From an optimization exercise on the open Yosys and OpenROAD flow, aimed at small area; shortcuts taken in it are not production practice. At most, simulation tests tie the RTL to the original design; equivalence was not proved. Power figures rest on the tool's default switching activity, not on a simulated workload.

## matmul_top
module matmul_top (
    input  logic clk,
    input  logic reset,
    input  weight_pkg::packed_weights_t weights_in,
    input  array_pkg::activation_t activation_in,
    input  logic read_out,
    output array_pkg::result_t result
);
Size in the first run: about 2200 cells after synthesis, about 670 flip-flops, roughly 27 I/O pins, roughly 23000 um2 of cells after synthesis.
export LEC_CHECK = 0
export ABC_AREA = 1
export CAP_MARGIN = 20
export CORE_MARGIN = 2
export CORE_UTILIZATION = 40
export CTS_BUF_LIST = sky130_fd_sc_hd__clkbuf_16
export CTS_CLUSTER_DIAMETER = 100
export CTS_CLUSTER_SIZE = 33
export SLEW_MARGIN = 20
create_clock -name core_clock -period 6.5 [get_ports {clk}]
run.sh (not shown) runs the stock make flow with config.mk's settings and CLKGATE_MAP_FILE= SYNTH_SCRIPT=/design/flow/synth_recipe.tcl, a recipe that flattens the netlist after the stock synthesis.
Next try:
Settings changed: CTS_CLUSTER_SIZE 33 to 30.
The changed run ran to the end with no violations; hold slack is about the same; wire length is about the same; global-route usage is about the same; final area stays flat; final cell count hardly moves; synthesized area stays the same; first-iteration DRC count goes up by 6.7%; utilization goes up by 0.12 points.

* * *

## run a
matmul_top, a different RTL version from the one above (not shown whole).
Size in the first run: about 2,300 cells after synthesis, roughly 650 flip-flops, about 27 I/O pins, roughly 0.024 mm2 of cells after synthesis.
clock: 6.5 ns
lec_check: 0
abc_area: 1
cap_margin: 20
core_margin: 2
core_utilization: 60
cts_buf_list: sky130_fd_sc_hd__clkbuf_16
cts_cluster_diameter: 100
cts_cluster_size: 30
slew_margin: 20
Run a finished end to end and its layout was clean on timing, DRC and antenna.
### run a -> run b
# run a
export LEC_CHECK = 0
export ABC_AREA = 1
export CAP_MARGIN = 20
export CORE_MARGIN = 2
export CORE_UTILIZATION = 60
export CTS_BUF_LIST = sky130_fd_sc_hd__clkbuf_16
export CTS_CLUSTER_DIAMETER = 100
export CTS_CLUSTER_SIZE = 30
export SLEW_MARGIN = 20
create_clock -name core_clock -period 6.5 [get_ports {clk}]
# run b
export LEC_CHECK = 0
export ABC_AREA = 1
export CAP_MARGIN = 20
export CORE_MARGIN = 2
export CORE_UTILIZATION = 75
export CTS_BUF_LIST = sky130_fd_sc_hd__clkbuf_16
export CTS_CLUSTER_DIAMETER = 100
export CTS_CLUSTER_SIZE = 30
export SLEW_MARGIN = 20
create_clock -name core_clock -period 6.5 [get_ports {clk}]
==> comparison <==
- Going from run a to run b, wire length on met2 increased by 1.7% relative to the old numbers, sequential cell count saw little to no change, placeable core region down 0.0081 mm2, final cell count moved down, cell area lower.
- The lower area added between synthesis and finish came out of run b.
- Re worst setup slack before clock tree synthesis: run a and run b aren't equal, and the higher value belongs to run b.
- On routed wirelength normalized by instance count: between run a and run b, it ends up higher for run b.
- Row count of inserted tapcells: run b lower / run a higher
- Relative to run a, the vertical die dimension measured on run b has decreased by more than 10%.
- Between run a and run b, the met3 layer usage reported by global route is higher for run b.
No run of this note included a check of the RTL's function; only the layout flow was run.

* * *

matmul_top, a different RTL version from the one above (not shown whole).
For scale: about 2300 cells after synthesis, roughly 740 flip-flops, about 25000 µm² of cells after synthesis.
make LEC_CHECK=0 ABC_AREA=1 CAP_MARGIN=20 CORE_MARGIN=2 CORE_UTILIZATION=40 SLEW_MARGIN=20 finish   # period 6.5 ns
The baseline reached the layout checks and failed them: negative setup slack.
Change:
Settings changed: CTS_BUF_LIST set to sky130_fd_sc_hd__clkbuf_4.
The changed run finished with negative setup slack left; wire length increases by 3.1%; fmax decreases by about 0.8%; clock-buffer cell count increases by 148; power decreases by 4.3%; clock power decreases by 10%.

* * *

## run 1
matmul_top, a different RTL version from the one above (not shown whole).
Size in the first run: ~2400 cells after synthesis, ~650 flip-flops.
==> flow/config.mk <==
export PLATFORM = sky130hd
export DESIGN_NAME = matmul_top
export DESIGN_NICKNAME = matmul_top
export VERILOG_FILES = /design/flow/design.v
export SDC_FILE = /design/flow/constraint.sdc
export NUM_CORES = 4
export LEC_CHECK = 0
export ABC_AREA = 1
export CAP_MARGIN = 20
export CORE_MARGIN = 2
export CORE_UTILIZATION = 40
export CTS_BUF_LIST = sky130_fd_sc_hd__clkbuf_8
export CTS_CLUSTER_DIAMETER = 60
export CTS_CLUSTER_SIZE = 16
export SLEW_MARGIN = 20
==> flow/constraint.sdc <==
create_clock -name core_clock -period 6.5 [get_ports {clk}]
set_input_delay 1.3000 -clock core_clock [delete_from_list [all_inputs] [get_ports {clk}]]
set_output_delay 1.3000 -clock core_clock [all_outputs]
set_load 0.01 [all_outputs]
--- input diff run 1..run 2 ---
Settings: changing CTS_BUF_LIST from sky130_fd_sc_hd__clkbuf_8 to sky130_fd_sc_hd__clkbuf_16; changing CTS_CLUSTER_DIAMETER from 60 to 100; changing SLEW_MARGIN from 20 to 0; changing CAP_MARGIN from 20 to 0; changing CTS_CLUSTER_SIZE from 16 to 30.
==> notes.md <==
- Having completed the whole flow, run 2 delivered a layout that passed the timing, DRC and antenna checks.
- Run 2 against run 1: overall routing resource usage -0.41 points; cell area shows a reduction of about 0.9%; met2 routing resource usage after global routing saw little to no change; clock-pin slew on the worst setup and hold paths shows an increase of 0.02 ns.

-- afterwards: timing with drivers on the ports --
In the flow no input, the clock included, has a driving cell. The finished layouts below were timed again as built, in two steps.
Step 1 sets driving cells, clkbuf_16 on the clock port and buf_2 on the other inputs (assumed; they add their load-dependent delay and slew).
Step 2, shift: input delay + t, output delay - t, t = (earliest + latest rising clock arrival at the registers) / 2. This alone moves slack from input paths to output paths.
Slacks: no drivers / after step 1 / after step 2; pairs: no drivers / after step 1.
| run | t, ns | setup WS [ns] | cell pins on the clock port's net |
|---|---|---|---|
| the first run of note 1 | 0.649 | 0.292 / 0.230 / 0.368 | 1 |
| the second run of note 1 | 0.637 | 0.342 / 0.281 / 0.347 | 1 |
| run a | 0.643 | 0.394 / 0.394 / -0.137 | 1 |
| run b | 0.622 | 0.231 / 0.231 / -0.147 | 1 |
| the first run of note 3 | 0.655 | -0.961 / -0.961 / -0.961 | 1 |
| the second run of note 3 | 1.004 | -1.020 / -1.020 / -1.020 | 1 |
| run 1 | 0.707 | 0.322 / 0.322 / 0.322 | 1 |
| run 2 | 0.655 | 0.312 / 0.312 / 0.312 | 1 |
Met with ideal ports but missed after step 2: setup timing in run a and run b. For run a, which loses most, drivers alone change the setup slack by 0.000 ns; drivers and shift together by -0.531 ns.
